This design comes from an exercise in tuning for small area on the open sky130 flow, not from production work. Function was checked by simulation only, so behaviour that the tests miss may differ from the original. Power figures rest on the tool's default switching activity, not on a simulated workload.

Design ring_noc, start of the top module:
module ring_noc
#(
  parameter int NUM_NODES = 8,
  parameter int INJ_DEPTH = 4,
  parameter int IF_W = $clog2(NUM_NODES * (INJ_DEPTH + 1) + 1)
) (
  input  logic                       clk,
  input  logic                       rst,
  input  logic [NUM_NODES*NetworkPkg::PKT_W-1:0] pkt_in,
  input  logic [NUM_NODES-1:0]       pkt_in_valid,
  output logic [NUM_NODES-1:0]       pkt_in_ready,
  output logic [NUM_NODES*NetworkPkg::PKT_W-1:0] pkt_out,
  output logic [NUM_NODES-1:0]       pkt_out_valid,
  output logic                       dest_err,
  output logic [IF_W-1:0]            in_flight,
  output logic [NUM_NODES*32-1:0]    delivered_cnt
);
Size: about 6,800 cells after synthesis, roughly 3,200 flip-flops, about 1,800 I/O pins, about 110,000 um2 of cells after synthesis.
==> flow/config.mk <==
export PLATFORM = sky130hd
export DESIGN_NAME = ring_noc
export DESIGN_NICKNAME = ring_noc
export VERILOG_FILES = /design/flow/design.v
export SDC_FILE = /design/flow/constraint.sdc
export NUM_CORES = 4
export LEC_CHECK = 0
export CAP_MARGIN = 10
export CORE_MARGIN = 2
export CORE_UTILIZATION = 40
export SLEW_MARGIN = 10
==> flow/constraint.sdc <==
create_clock -name core_clock -period 7.0 [get_ports {clk}]
set_input_delay 1.4000 -clock core_clock [delete_from_list [all_inputs] [get_ports {clk}]]
set_output_delay 1.4000 -clock core_clock [all_outputs]
set_load 0.01 [all_outputs]
standard.sh (not shown) runs the stock make flow with config.mk's settings and CLKGATE_MAP_FILE= SYNTH_SCRIPT=/design/flow/synth_recipe.tcl, a recipe that flattens the netlist after the stock synthesis.
==> flow/flow/run.sh <==
#!/bin/bash
# The standard layout (standard.sh, unchanged synthesis and steps) with
# two layout choices changed:
#  - port buffers are sky130_fd_sc_hd__buf_1 instead of clkdlybuf4s50_1
#    (every input and output port still gets its own buffer);
#  - clock tree: clkbuf_16 only, sink clusters of up to 30 flops within
#    80 um, and no dummy loads.
# ORFS writes each step's full log under orfs/logs/; make's own output goes
# to standard.log.
set -o pipefail
export BUFFER_PORTS_ARGS="-buffer_cell sky130_fd_sc_hd__buf_1"
export CTS_ARGS="-sink_clustering_enable -repair_clock_nets -dont_use_dummy_load -buf_list sky130_fd_sc_hd__clkbuf_16 -sink_clustering_size 30 -sink_clustering_max_diameter 80"
bash standard.sh > standard.log 2>&1
Rerun with:
--- a/flow/flow/run.sh
+++ b/flow/flow/run.sh
@@ -6,3 +6,5 @@
 #  - clock tree: clkbuf_16 only, sink clusters of up to 30 flops within
-#    80 um, and no dummy loads.
+#    80 um, and no dummy loads;
+#  - constant outputs share the synthesis's tie cell (no per-load tie
+#    cells); repair_design buffers that net as needed.
 # ORFS writes each step's full log under orfs/logs/; make's own output goes
@@ -12,2 +14,3 @@
 export CTS_ARGS="-sink_clustering_enable -repair_clock_nets -dont_use_dummy_load -buf_list sky130_fd_sc_hd__clkbuf_16 -sink_clustering_size 30 -sink_clustering_max_diameter 80"
+export SKIP_REPAIR_TIE_FANOUT=1
 bash standard.sh > standard.log 2>&1
Settings changed: CAP_MARGIN 10 to 20, CORE_UTILIZATION 40 to 45, SLEW_MARGIN 10 to 20.
Result:
- wire length came out lower by 2.8%
- setup slack degrades by 150 ps
- power came out lower by about 0.8%
- first-iteration DRC count came out lower by about 0.53%
- die area came out lower by 11%
- via count came out lower by about 0.5%
- synthesized cell count does not change
- design area came out lower by 1.0%
- cell count came out lower by 4.9%
- clock skew stays flat
- combinational power stays flat
Rerun with:
--- a/flow/flow/run.sh
+++ b/flow/flow/run.sh
@@ -6,5 +6,3 @@
 #  - clock tree: clkbuf_16 only, sink clusters of up to 30 flops within
-#    80 um, and no dummy loads;
-#  - constant outputs share the synthesis's tie cell (no per-load tie
-#    cells); repair_design buffers that net as needed.
+#    80 um, and no dummy loads.
 # ORFS writes each step's full log under orfs/logs/; make's own output goes
@@ -14,3 +12,2 @@
 export CTS_ARGS="-sink_clustering_enable -repair_clock_nets -dont_use_dummy_load -buf_list sky130_fd_sc_hd__clkbuf_16 -sink_clustering_size 30 -sink_clustering_max_diameter 80"
-export SKIP_REPAIR_TIE_FANOUT=1
 bash standard.sh > standard.log 2>&1
Settings changed: CORE_UTILIZATION 45 to 40.
Outcome: Fmax goes up by 2.1%. Clock-buffer cell count goes up by 8. Non-clock buffer count goes up by 9. Cell count goes up by 5.2%.
Rerun with:
Settings changed: PLACE_DENSITY from default to 0.75.
Combinational power climbs by a few percent; power climbs slightly; cell area barely changes; synthesized area stays the same; register-to-register slack is worse by 60 ps; clock power drops slightly; die area does not change; wire length climbs slightly; non-clock buffer count climbs by 2; setup slack is worse by 63 ps.
Rerun with:
--- a/flow/flow/run.sh
+++ b/flow/flow/run.sh
@@ -6,3 +6,5 @@
 #  - clock tree: clkbuf_16 only, sink clusters of up to 30 flops within
-#    80 um, and no dummy loads.
+#    80 um, and no dummy loads;
+#  - constant outputs share the synthesis's tie cell (no per-load tie
+#    cells); repair_design buffers that net as needed.
 # ORFS writes each step's full log under orfs/logs/; make's own output goes
@@ -12,2 +14,3 @@
 export CTS_ARGS="-sink_clustering_enable -repair_clock_nets -dont_use_dummy_load -buf_list sky130_fd_sc_hd__clkbuf_16 -sink_clustering_size 30 -sink_clustering_max_diameter 80"
+export SKIP_REPAIR_TIE_FANOUT=1
 bash standard.sh > standard.log 2>&1
Settings changed: PLACE_DENSITY 0.75 to default.
Effect: Area after synthesis stays the same; die area is unchanged; clock-buffer cell count fell by 1; clock skew hardly moves; clock power is about the same; utilization fell by 0.23 points; sequential share of layout area rose by 0.38 points; synthesized cell count stays the same; design area fell by 0.53%; power fell by 1.1%; hold slack got worse by 35 ps.

[afterwards: timing with drivers on the ports]
The results above use ideal ports. As a check the final layouts listed here were re-extracted and re-timed, cells and wires unchanged.
Step 1 sets driving cells, clkbuf_16 on the clock port and buf_2 on the other inputs (assumed; they add their load-dependent delay and slew).
Step 2 adds t to the input delays and takes it off the output delays; t is the mean of the earliest and latest rising clock arrival at the registers after step 1. Input paths then give back, and output paths get back, about the clock's delay inside the block.
Slacks: no drivers / after step 1 / after step 2; pairs: no drivers / after step 1.
| run | t, ns | setup slack, ns | hold WS [ns] | worst data-port slew with drivers (ns) |
|---|---|---|---|---|
| the first run | 0.930 | 1.217 / 1.217 / 0.518 | 0.403 / 0.403 / 0.403 | 0.33 |
| the second run | 0.893 | 1.071 / 1.071 / 0.379 | 0.410 / 0.410 / 0.410 | 0.27 |
| the third run | 0.926 | 1.193 / 1.193 / 0.520 | 0.403 / 0.403 / 0.403 | 0.33 |
| the fourth run | 0.907 | 1.131 / 1.131 / 0.599 | 0.410 / 0.410 / 0.410 | 0.25 |
| the fifth run | 0.904 | 1.113 / 1.113 / 0.525 | 0.376 / 0.376 / 0.376 | 0.36 |
After both steps setup and hold are still met in every run listed. The setup slack of the first run, which loses most, moves by 0.000 ns with the drivers and by -0.699 ns with both steps.
